This design comes from an exercise in tuning for small area on the open sky130 flow, not from production work. Power figures rest on the tool's default switching activity, not on a simulated workload.

==> zinc: inputs <==
==> flow/design.v <==
package ex_stage_pkg;
    localparam int XLEN_DEF = 64;
endpackage
module ex_stage_add #(
    parameter int W = 64
) (
    input  logic [W-1:0] a,
    input  logic [W-1:0] b,
    input  logic         ci,
    output logic [W-1:0] s,
    output logic [W-1:0] p,
    output logic [W-1:0] g,
    output logic         co,
    output logic         c_msb
);
    logic [W-1:0] gg, pp;
    always_comb begin
        p  = a ^ b;
        g  = a & b;
        gg = g;
        pp = p;
        gg[0] = g[0] | (p[0] & ci);
        for (int l = 0; (1 << l) < W; l++) begin
            for (int j = (2 << l) - 1; j < W; j += (2 << l)) begin
                gg[j] = gg[j] | (pp[j] & gg[j - (1 << l)]);
                pp[j] = pp[j] & pp[j - (1 << l)];
            end
        end
        for (int l = $clog2(W) - 2; l >= 0; l--) begin
            for (int j = (3 << l) - 1; j < W; j += (2 << l)) begin
                gg[j] = gg[j] | (pp[j] & gg[j - (1 << l)]);
                pp[j] = pp[j] & pp[j - (1 << l)];
            end
        end
        s  = p ^ {gg[W-2:0], ci};
        co = gg[W-1];
        c_msb = gg[W-2];
    end
endmodule
module ex_stage_fwd (
    input  logic [4:0]  rs,
    input  logic        ex_ok,
    input  logic [4:0]  ex_rd,
    input  logic [63:0] ex_data,
    input  logic        force_ex,
    input  logic        wb_we,
    input  logic [4:0]  wb_rd,
    input  logic [63:0] wb_data,
    input  logic [63:0] rf_data,
    output logic [63:0] y
);
    logic ex_hit, wb_hit;
    assign ex_hit = (ex_ok && ex_rd == rs) || force_ex;
    assign wb_hit = wb_we && (wb_rd != 5'd0) && (wb_rd == rs);
    assign y = ex_hit ? ex_data : (wb_hit ? wb_data : rf_data);
endmodule
module ex_stage_shl (
    input  logic [63:0] a,
    input  logic [5:0]  sh,
    input  logic        sll,
    input  logic        sr,
    input  logic        fill,
    output logic [63:0] y
);
    logic [63:0] x;
    always_comb begin
        for (int i = 0; i < 64; i++) x[i] = sr ? a[63-i] : a[i];
        for (int l = 0; l < 6; l++)
            if (sh[l])
                for (int i = 63; i >= 0; i--)
                    x[i] = (i >= (1 << l)) ? x[i - (1 << l)] : fill;
        for (int i = 0; i < 64; i++) y[i] = (sll && x[i]) || (sr && x[63-i]);
    end
endmodule
module ex_stage
#(
    parameter int XLEN = ex_stage_pkg::XLEN_DEF
) (
    input  logic            clk,
    input  logic            reset,
    input  logic [XLEN-1:0] pc_ex,
    input  logic [XLEN-1:0] rdata1_ex,
    input  logic [XLEN-1:0] rdata2_ex,
    input  logic [XLEN-1:0] imm_ex,
    input  logic [4:0]      rs1_ex,
    input  logic [4:0]      rs2_ex,
    input  logic [4:0]      rd_ex,
    input  logic [3:0]      funct_ex,
    input  logic [1:0]      aluop_ex,
    input  logic            alusrc_ex,
    input  logic            mul_ex,
    input  logic            branch_ex,
    input  logic            memread_ex,
    input  logic            memtoreg_ex,
    input  logic            memwrite_ex,
    input  logic            regwrite_ex,
    input  logic [4:0]      memwb_rd,
    input  logic            memwb_regwrite,
    input  logic [XLEN-1:0] memwb_wdata,
    input  logic            ex_flush,
    output logic [XLEN-1:0] mem_branch_tgt,
    output logic [XLEN-1:0] mem_alu_result,
    output logic [XLEN-1:0] mem_store_data,
    output logic            mem_zero,
    output logic [4:0]      mem_rd,
    output logic            mem_branch,
    output logic            mem_memread,
    output logic            mem_memtoreg,
    output logic            mem_memwrite,
    output logic            mem_regwrite,
    output logic            ex_stall
);
    logic [XLEN-1:0] r_alu_result, r_store_data, r_branch_tgt;
    logic [4:0]      r_rd;
    logic [4:0]      r_ctrl;       
    logic [6:0]      r_cnt;
    logic            r_ak;         
    logic w_mul_go, w_setup, w_final, w_step, w_stall;
    assign w_mul_go = mul_ex && !ex_flush;
    assign w_final  = r_cnt[6] && r_cnt[1];                             
    assign w_setup  = (r_cnt[6:2] == 5'd0) && !(r_cnt[1] && r_cnt[0]);  
    assign w_step   = !w_setup && !w_final;                             
    assign w_stall  = w_mul_go && !w_final;
    assign ex_stall = w_stall && !reset;
    logic [6:0] w_cnt_inc;
    assign w_cnt_inc = r_cnt + 7'd1;
    always_ff @(posedge clk or posedge reset) begin
        if (reset) r_cnt <= '0;
        else       r_cnt <= w_stall ? w_cnt_inc : 7'd0;
    end
    logic [63:0] w_a_next;
    always_comb
        for (int i = 0; i < 64; i++) w_a_next[i] = rdata1_ex[(65 - i) % 64];
    always_ff @(posedge clk) r_ak <= w_a_next[r_cnt[5:0]];
    logic w_ex_ok;
    assign w_ex_ok = r_ctrl[0] && !r_ctrl[2] && (r_rd != 5'd0);
    logic [XLEN-1:0] w_fwd_a, w_fwd_b;
    ex_stage_fwd u_fwd_a (
        .rs(rs1_ex), .ex_ok(w_ex_ok), .ex_rd(r_rd), .ex_data(r_alu_result), .force_ex(mul_ex),
        .wb_we(memwb_regwrite), .wb_rd(memwb_rd), .wb_data(memwb_wdata), .rf_data(rdata1_ex),
        .y(w_fwd_a)
    );
    ex_stage_fwd u_fwd_b (
        .rs(rs2_ex), .ex_ok(w_ex_ok), .ex_rd(r_rd), .ex_data(r_alu_result), .force_ex(1'b0),
        .wb_we(memwb_regwrite), .wb_rd(memwb_rd), .wb_data(memwb_wdata), .rf_data(rdata2_ex),
        .y(w_fwd_b)
    );
    logic [3:0] w_f;
    logic d_add, d_sub, d_sll, d_slt, d_sltu, d_xor, d_srl, d_sra, d_or, d_and;
    always_comb begin
        if (aluop_ex == 2'b00)      w_f = 4'b0000;
        else if (aluop_ex == 2'b01) w_f = 4'b1000;
        else if (aluop_ex[0] && funct_ex[2:0] != 3'b101) w_f = {1'b0, funct_ex[2:0]};
        else                        w_f = funct_ex;
        d_sub  = (w_f == 4'b1000);
        d_sll  = (w_f == 4'b0001);
        d_slt  = (w_f == 4'b0010);
        d_sltu = (w_f == 4'b0011);
        d_xor  = (w_f == 4'b0100);
        d_srl  = (w_f == 4'b0101);
        d_sra  = (w_f == 4'b1101);
        d_or   = (w_f == 4'b0110);
        d_and  = (w_f == 4'b0111);
        d_add  = !(d_sub || d_sll || d_slt || d_sltu || d_xor || d_srl || d_sra || d_or || d_and);
    end
    logic u_imm, u_b, u_sub;
    logic s_sum, s_dbl, s_p, s_g, s_sh, s_shr, s_slt, s_sltu;
    assign u_imm  = !mul_ex && alusrc_ex;
    assign u_b    = mul_ex ? r_ak : !alusrc_ex;
    assign u_sub  = !mul_ex && (d_sub || d_slt || d_sltu);
    assign s_sum  = mul_ex ? w_final : (d_add || d_sub);
    assign s_dbl  = mul_ex && w_step;
    assign s_p    = !mul_ex && (d_xor || d_or);
    assign s_g    = !mul_ex && (d_and || d_or);
    assign s_sh   = !mul_ex && d_sll;
    assign s_shr  = !mul_ex && (d_srl || d_sra);
    assign s_slt  = !mul_ex && d_slt;
    assign s_sltu = !mul_ex && d_sltu;
    logic [XLEN-1:0] w_op_b;
    assign w_op_b = alusrc_ex ? imm_ex : w_fwd_b;
    logic [XLEN-1:0] w_sh;
    ex_stage_shl u_shl (
        .a(w_fwd_a), .sh(w_op_b[5:0]), .sll(s_sh), .sr(s_shr), .fill(d_sra && w_fwd_a[XLEN-1]), .y(w_sh)
    );
    logic [XLEN-1:0] w_y, w_sum, w_p, w_g, w_res;
    logic            w_co, w_cm, w_ltu, w_lt;
    assign w_y = ({XLEN{u_imm}} & imm_ex) | ({XLEN{u_b}} & w_fwd_b);
    ex_stage_add #(.W(XLEN)) u_add (
        .a(w_fwd_a), .b(w_y ^ {XLEN{u_sub}}), .ci(u_sub),
        .s(w_sum), .p(w_p), .g(w_g), .co(w_co), .c_msb(w_cm)
    );
    assign w_ltu = !w_co;
    assign w_lt  = w_p[XLEN-1] ? w_ltu : w_fwd_a[XLEN-1];
    always_comb begin
        w_res = ({XLEN{s_sum}} & w_sum) | ({XLEN{s_dbl}} & {w_sum[XLEN-2:0], 1'b0}) |
                ({XLEN{s_p}} & w_p) | ({XLEN{s_g}} & w_g) | w_sh;
        w_res[0] = w_res[0] | (s_slt && w_lt) | (s_sltu && w_ltu);
    end
    localparam int TGT_RC = 12;
    logic [XLEN-1:0] w_tgt;
    logic            w_tgt_c;
    always_comb begin
        w_tgt_c = 1'b0;
        for (int i = 1; i <= TGT_RC; i++) begin
            w_tgt[i] = pc_ex[i] ^ imm_ex[i-1] ^ w_tgt_c;
            w_tgt_c  = (pc_ex[i] & imm_ex[i-1]) | (pc_ex[i] & w_tgt_c) | (imm_ex[i-1] & w_tgt_c);
        end
    end
    logic            w_tgt_co, w_tgt_cm;
    logic [XLEN-2-TGT_RC:0] w_tgt_p, w_tgt_g;
    ex_stage_add #(.W(XLEN-1-TGT_RC)) u_tgt (
        .a(pc_ex[XLEN-1:TGT_RC+1]), .b(imm_ex[XLEN-2:TGT_RC]), .ci(w_tgt_c),
        .s(w_tgt[XLEN-1:TGT_RC+1]), .p(w_tgt_p), .g(w_tgt_g), .co(w_tgt_co), .c_msb(w_tgt_cm)
    );
    assign w_tgt[0] = pc_ex[0];
    always_ff @(posedge clk or posedge reset) begin
        if (reset)                    r_ctrl <= '0;
        else if (ex_flush || w_stall) r_ctrl <= '0;
        else r_ctrl <= {branch_ex, memread_ex, memtoreg_ex, memwrite_ex, regwrite_ex};
    end
    always_ff @(posedge clk) begin
        r_alu_result <= w_res;
        r_store_data <= w_fwd_b;
        r_branch_tgt <= w_tgt;
        r_rd         <= rd_ex;
    end
    assign mem_alu_result = r_alu_result;
    assign mem_store_data = r_store_data;
    assign mem_branch_tgt = r_branch_tgt;
    assign mem_zero       = (r_alu_result == '0);
    assign mem_rd         = r_rd;
    assign {mem_branch, mem_memread, mem_memtoreg, mem_memwrite, mem_regwrite} = r_ctrl;
endmodule
==> flow/flow/run.sh <==
#!/bin/bash
# The standard layout (standard.sh) with these changes:
#  - synthesis maps the logic with an area-oriented ABC script that then buffers high-fanout
#    nets and sizes gates itself (flow/area.abc); the shifter
#    (ex_stage_shl) and forwarding (ex_stage_fwd) modules are kept apart until after mapping
#    and mapped with flow/shifter.abc (ABC's amap), then flattened like the rest;
#  - every port still gets a buffer, made from the smallest buffer cell (buf_1);
#  - clock tree synthesis uses clkbuf_8 with clusters of up to 14 sinks and adds no dummy loads.
set -euo pipefail
HERE=$(pwd)
cat flow/abc_override.tcl synth_recipe.tcl > my_synth.tcl
sed "s#SYNTH_SCRIPT=[^ ]*#SYNTH_SCRIPT=$HERE/my_synth.tcl#" standard.sh > my_standard.sh
export MY_ABC_SCRIPT=$HERE/flow/area.abc
export MY_ABC_SHL_SCRIPT=$HERE/flow/shifter.abc
export MY_AMAP_MODULES="ex_stage_shl ex_stage_fwd"
export SYNTH_KEEP_MODULES="ex_stage_shl ex_stage_fwd"
export BUFFER_PORTS_ARGS="-buffer_cell sky130_fd_sc_hd__buf_1"
export CTS_ARGS="-sink_clustering_enable -repair_clock_nets -buf_list sky130_fd_sc_hd__clkbuf_8 -dont_use_dummy_load -sink_clustering_size 14 -sink_clustering_max_diameter 70"
bash my_standard.sh > flow.log 2>&1
==> flow/flow/abc_override.tcl <==
# Map with flow/area.abc instead of ORFS's ABC script; the modules named in MY_AMAP_MODULES
# (kept apart until after mapping) are mapped on their own with flow/shifter.abc (ABC's amap).
# Everything else is the standard flow's synthesis.
proc abc {args} {
  set i [lsearch $args -script]
  set main_args [lreplace $args [expr {$i+1}] [expr {$i+1}] $::env(MY_ABC_SCRIPT)]
  set amap_args [lreplace $args [expr {$i+1}] [expr {$i+1}] $::env(MY_ABC_SHL_SCRIPT)]
  set sel {}
  foreach m $::env(MY_AMAP_MODULES) { lappend sel "*$m*" }
  yosys abc {*}$amap_args {*}$sel
  yosys abc {*}$main_args {*}$sel %n
}
==> flow/flow/area.abc <==
&get -n
&st
&dch
&nf -R 30
&put
buffer -c -N 32
topo
stime -c
upsize -c
dnsize -c
==> flow/flow/shifter.abc <==
strash
dch
amap
topo
stime -c
==> flow/standard.sh <==
#!/bin/bash
# synth_recipe.tcl (not shown) runs the flow's synth.tcl, then flattens the netlist and writes it again
# the make line also repeats each setting of config.mk as NAME=value (left out here)
make -C /OpenROAD-flow-scripts/flow DESIGN_CONFIG=/design/flow/config.mk WORK_HOME=/design/flow/orfs CLKGATE_MAP_FILE= SYNTH_SCRIPT=/design/flow/synth_recipe.tcl "${@:-finish}"
==> flow/config.mk <==
export PLATFORM = sky130hd
export DESIGN_NAME = ex_stage
export DESIGN_NICKNAME = ex_stage
export VERILOG_FILES = /design/flow/design.v
export SDC_FILE = /design/flow/constraint.sdc
export NUM_CORES = 4
export LEC_CHECK = 0
export CAP_MARGIN = 5
export CORE_MARGIN = 2
export CORE_UTILIZATION = 50
export CTS_BUF_LIST = sky130_fd_sc_hd__clkbuf_8
export GPL_TIMING_DRIVEN = 0
export SETUP_SLACK_MARGIN = 0.2
export SLEW_MARGIN = 5
==> flow/constraint.sdc <==
create_clock -name core_clock -period 9.0 [get_ports {clk}]
set_input_delay 1.8000 -clock core_clock [delete_from_list [all_inputs] [get_ports {clk}]]
set_output_delay 1.8000 -clock core_clock [all_outputs]
set_load 0.01 [all_outputs]
==> inputs of indigo, as changes to zinc <==
--- a/flow/design.v
+++ b/flow/design.v
@@ -36,39 +36,4 @@
         co = gg[W-1];
         c_msb = gg[W-2];
-    end
-endmodule
-module ex_stage_fwd (
-    input  logic [4:0]  rs,
-    input  logic        ex_ok,
-    input  logic [4:0]  ex_rd,
-    input  logic [63:0] ex_data,
-    input  logic        force_ex,
-    input  logic        wb_we,
-    input  logic [4:0]  wb_rd,
-    input  logic [63:0] wb_data,
-    input  logic [63:0] rf_data,
-    output logic [63:0] y
-);
-    logic ex_hit, wb_hit;
-    assign ex_hit = (ex_ok && ex_rd == rs) || force_ex;
-    assign wb_hit = wb_we && (wb_rd != 5'd0) && (wb_rd == rs);
-    assign y = ex_hit ? ex_data : (wb_hit ? wb_data : rf_data);
-endmodule
-module ex_stage_shl (
-    input  logic [63:0] a,
-    input  logic [5:0]  sh,
-    input  logic        sll,
-    input  logic        sr,
-    input  logic        fill,
-    output logic [63:0] y
-);
-    logic [63:0] x;
-    always_comb begin
-        for (int i = 0; i < 64; i++) x[i] = sr ? a[63-i] : a[i];
-        for (int l = 0; l < 6; l++)
-            if (sh[l])
-                for (int i = 63; i >= 0; i--)
-                    x[i] = (i >= (1 << l)) ? x[i - (1 << l)] : fill;
-        for (int i = 0; i < 64; i++) y[i] = (sll && x[i]) || (sr && x[63-i]);
     end
 endmodule
@@ -133,17 +98,13 @@
         for (int i = 0; i < 64; i++) w_a_next[i] = rdata1_ex[(65 - i) % 64];
     always_ff @(posedge clk) r_ak <= w_a_next[r_cnt[5:0]];
-    logic w_ex_ok;
+    logic w_ex_ok, w_ex_a, w_ex_b, w_wb_a, w_wb_b;
     assign w_ex_ok = r_ctrl[0] && !r_ctrl[2] && (r_rd != 5'd0);
+    assign w_ex_a  = (w_ex_ok && r_rd == rs1_ex) || mul_ex;
+    assign w_ex_b  = (w_ex_ok && r_rd == rs2_ex);
+    assign w_wb_a  = memwb_regwrite && (memwb_rd != 5'd0) && (memwb_rd == rs1_ex);
+    assign w_wb_b  = memwb_regwrite && (memwb_rd != 5'd0) && (memwb_rd == rs2_ex);
     logic [XLEN-1:0] w_fwd_a, w_fwd_b;
-    ex_stage_fwd u_fwd_a (
-        .rs(rs1_ex), .ex_ok(w_ex_ok), .ex_rd(r_rd), .ex_data(r_alu_result), .force_ex(mul_ex),
-        .wb_we(memwb_regwrite), .wb_rd(memwb_rd), .wb_data(memwb_wdata), .rf_data(rdata1_ex),
-        .y(w_fwd_a)
-    );
-    ex_stage_fwd u_fwd_b (
-        .rs(rs2_ex), .ex_ok(w_ex_ok), .ex_rd(r_rd), .ex_data(r_alu_result), .force_ex(1'b0),
-        .wb_we(memwb_regwrite), .wb_rd(memwb_rd), .wb_data(memwb_wdata), .rf_data(rdata2_ex),
-        .y(w_fwd_b)
-    );
+    assign w_fwd_a = w_ex_a ? r_alu_result : (w_wb_a ? memwb_wdata : rdata1_ex);
+    assign w_fwd_b = w_ex_b ? r_alu_result : (w_wb_b ? memwb_wdata : rdata2_ex);
     logic [3:0] w_f;
     logic d_add, d_sub, d_sll, d_slt, d_sltu, d_xor, d_srl, d_sra, d_or, d_and;
@@ -180,7 +141,11 @@
     assign w_op_b = alusrc_ex ? imm_ex : w_fwd_b;
     logic [XLEN-1:0] w_sh;
-    ex_stage_shl u_shl (
-        .a(w_fwd_a), .sh(w_op_b[5:0]), .sll(s_sh), .sr(s_shr), .fill(d_sra && w_fwd_a[XLEN-1]), .y(w_sh)
-    );
+    always_comb begin
+        for (int i = 0; i < XLEN; i++) w_sh[i] = s_shr ? w_fwd_a[XLEN-1-i] : w_fwd_a[i];
+        for (int l = 0; l < 6; l++)
+            if (w_op_b[l])
+                for (int i = XLEN - 1; i >= 0; i--)
+                    w_sh[i] = (i >= (1 << l)) ? w_sh[i - (1 << l)] : (d_sra && w_fwd_a[XLEN-1]);
+    end
     logic [XLEN-1:0] w_y, w_sum, w_p, w_g, w_res;
     logic            w_co, w_cm, w_ltu, w_lt;
@@ -194,22 +159,14 @@
     always_comb begin
         w_res = ({XLEN{s_sum}} & w_sum) | ({XLEN{s_dbl}} & {w_sum[XLEN-2:0], 1'b0}) |
-                ({XLEN{s_p}} & w_p) | ({XLEN{s_g}} & w_g) | w_sh;
+                ({XLEN{s_p}} & w_p) | ({XLEN{s_g}} & w_g) | ({XLEN{s_sh}} & w_sh);
+        for (int i = 0; i < XLEN; i++) w_res[i] = w_res[i] | (s_shr && w_sh[XLEN-1-i]);
         w_res[0] = w_res[0] | (s_slt && w_lt) | (s_sltu && w_ltu);
     end
-    localparam int TGT_RC = 12;
     logic [XLEN-1:0] w_tgt;
-    logic            w_tgt_c;
-    always_comb begin
-        w_tgt_c = 1'b0;
-        for (int i = 1; i <= TGT_RC; i++) begin
-            w_tgt[i] = pc_ex[i] ^ imm_ex[i-1] ^ w_tgt_c;
-            w_tgt_c  = (pc_ex[i] & imm_ex[i-1]) | (pc_ex[i] & w_tgt_c) | (imm_ex[i-1] & w_tgt_c);
-        end
-    end
     logic            w_tgt_co, w_tgt_cm;
-    logic [XLEN-2-TGT_RC:0] w_tgt_p, w_tgt_g;
-    ex_stage_add #(.W(XLEN-1-TGT_RC)) u_tgt (
-        .a(pc_ex[XLEN-1:TGT_RC+1]), .b(imm_ex[XLEN-2:TGT_RC]), .ci(w_tgt_c),
-        .s(w_tgt[XLEN-1:TGT_RC+1]), .p(w_tgt_p), .g(w_tgt_g), .co(w_tgt_co), .c_msb(w_tgt_cm)
+    logic [XLEN-2:0] w_tgt_p, w_tgt_g;
+    ex_stage_add #(.W(XLEN-1)) u_tgt (
+        .a(pc_ex[XLEN-1:1]), .b(imm_ex[XLEN-2:0]), .ci(1'b0),
+        .s(w_tgt[XLEN-1:1]), .p(w_tgt_p), .g(w_tgt_g), .co(w_tgt_co), .c_msb(w_tgt_cm)
     );
     assign w_tgt[0] = pc_ex[0];
==> flow/flow/run.sh (replaced) <==
#!/bin/bash
# The standard layout (standard.sh) with these changes:
#  - synthesis maps the logic with an area-oriented ABC script (flow/area.abc);
#  - every port still gets a buffer, made from the smallest buffer cell (buf_1);
#  - clock tree synthesis adds no dummy loads.
set -euo pipefail
HERE=$(pwd)
cat flow/abc_override.tcl synth_recipe.tcl > my_synth.tcl
sed "s#SYNTH_SCRIPT=[^ ]*#SYNTH_SCRIPT=$HERE/my_synth.tcl#" standard.sh > my_standard.sh
export MY_ABC_SCRIPT=$HERE/flow/area.abc
export BUFFER_PORTS_ARGS="-buffer_cell sky130_fd_sc_hd__buf_1"
export CTS_ARGS="-sink_clustering_enable -repair_clock_nets -buf_list sky130_fd_sc_hd__clkbuf_4 -dont_use_dummy_load"
bash my_standard.sh > flow.log 2>&1
==> flow/flow/abc_override.tcl (replaced) <==
# Map with flow/area.abc instead of ORFS's ABC script; everything else is the standard flow's synthesis.
proc abc {args} {
  set i [lsearch $args -script]
  if {$i >= 0} { set args [lreplace $args [expr {$i+1}] [expr {$i+1}] $::env(MY_ABC_SCRIPT)] }
  yosys abc {*}$args
}
==> flow/flow/area.abc (replaced) <==
&get -n
&st
&dch
&nf -R 1000
&put
topo
stime -c
- CAP_MARGIN: 5 -> 10
- CTS_BUF_LIST: sky130_fd_sc_hd__clkbuf_8 -> sky130_fd_sc_hd__clkbuf_4
- SLEW_MARGIN: 5 -> 10
removed: flow/flow/shifter.abc
==> notes.md <==
	zinc	indigo
CP Launch Point	imm_ex[0]	memwb_rd[0]
Worst Path Buf+Inv	3	7
Net switching component of the power	2.15 mW	2.19 mW
Sequential area share after synthesis	0.226	0.220
GR Layer Usage met3	0.117	0.0918
Maximum frequency from static timing analysis	111 MHz	116 MHz
Via total after detailed routing	22,800	23,600
Initial core utilization	0.504	0.505
Non-clk invs	92	46
Post-synthesis share of cell area spent on xor and xnor gates	0.0571	0.0672
First-pass GRT wire length	126 mm	129 mm
Latest clock arrival within the worst-skew pair	0.61 ns	0.83 ns
Area of all placed cells without fillers	23,100 um^2	24,200 um^2
Post-synthesis cell area	18,900 um^2	19,400 um^2
Final core utilization	0.617	0.629
Height of the die	198 um	201 um
Mux cell area share after synthesis	0.0286	0.0962
Via density	6.76	6.30
Run status	complete, but fails checks	no timing/DRC/antenna violations
Reasons for failing layout checks	negative setup slack	-
Filler Cells Inserted	3,377	3,651
Int Pwr	2.32 mW	2.35 mW
Clock power share	0.129	0.154
Via count of the first global-routing pass	21,600	22,500
RSZ-0062 raised after global routing	yes	no
Adder and majority gate portion of the synthesized area	0.149	0.146
Last weighted congestion value of the routability-driven placer	0.972	0.965
Std-Cell Core Area	37,400 um^2	38,500 um^2
Function was not checked in any run of this note: the RTL went through the layout flow alone.

[static timing again, ports no longer ideal]
The flow's constraints put no driver on any port. The routed layouts listed below were extracted and timed again, unchanged, in two steps. Step 1, drivers: a clkbuf_16 drives clk and a buf_2 each remaining input, both assumed. Step 2 adds t to the input delays and takes it off the output delays; t is the mean of the earliest and latest rising clock arrival at the registers after step 1. Input paths then give back, and output paths get back, about the clock's delay inside the block. Three values: ideal ports, drivers, drivers and shift; two values: the first two.
| run | shift t [ns] | slack for setup (ns) | hold WS [ns] | worst setup path after step 2 | cell pins on the clock port's net |
|---|---|---|---|---|---|
| zinc | 0.637 | -0.024 / -0.009 / -0.646 | 0.499 / 0.499 / 0.499 | input to register | 1 |
| indigo | 0.843 | 0.406 / 0.442 / -0.401 | 0.526 / 0.526 / 0.526 | input to register | 1 |
With both steps, setup timing fails in indigo, where it was met with ideal ports. For indigo, which loses most, drivers alone change the setup slack by +0.036 ns; drivers and shift together by -0.807 ns.
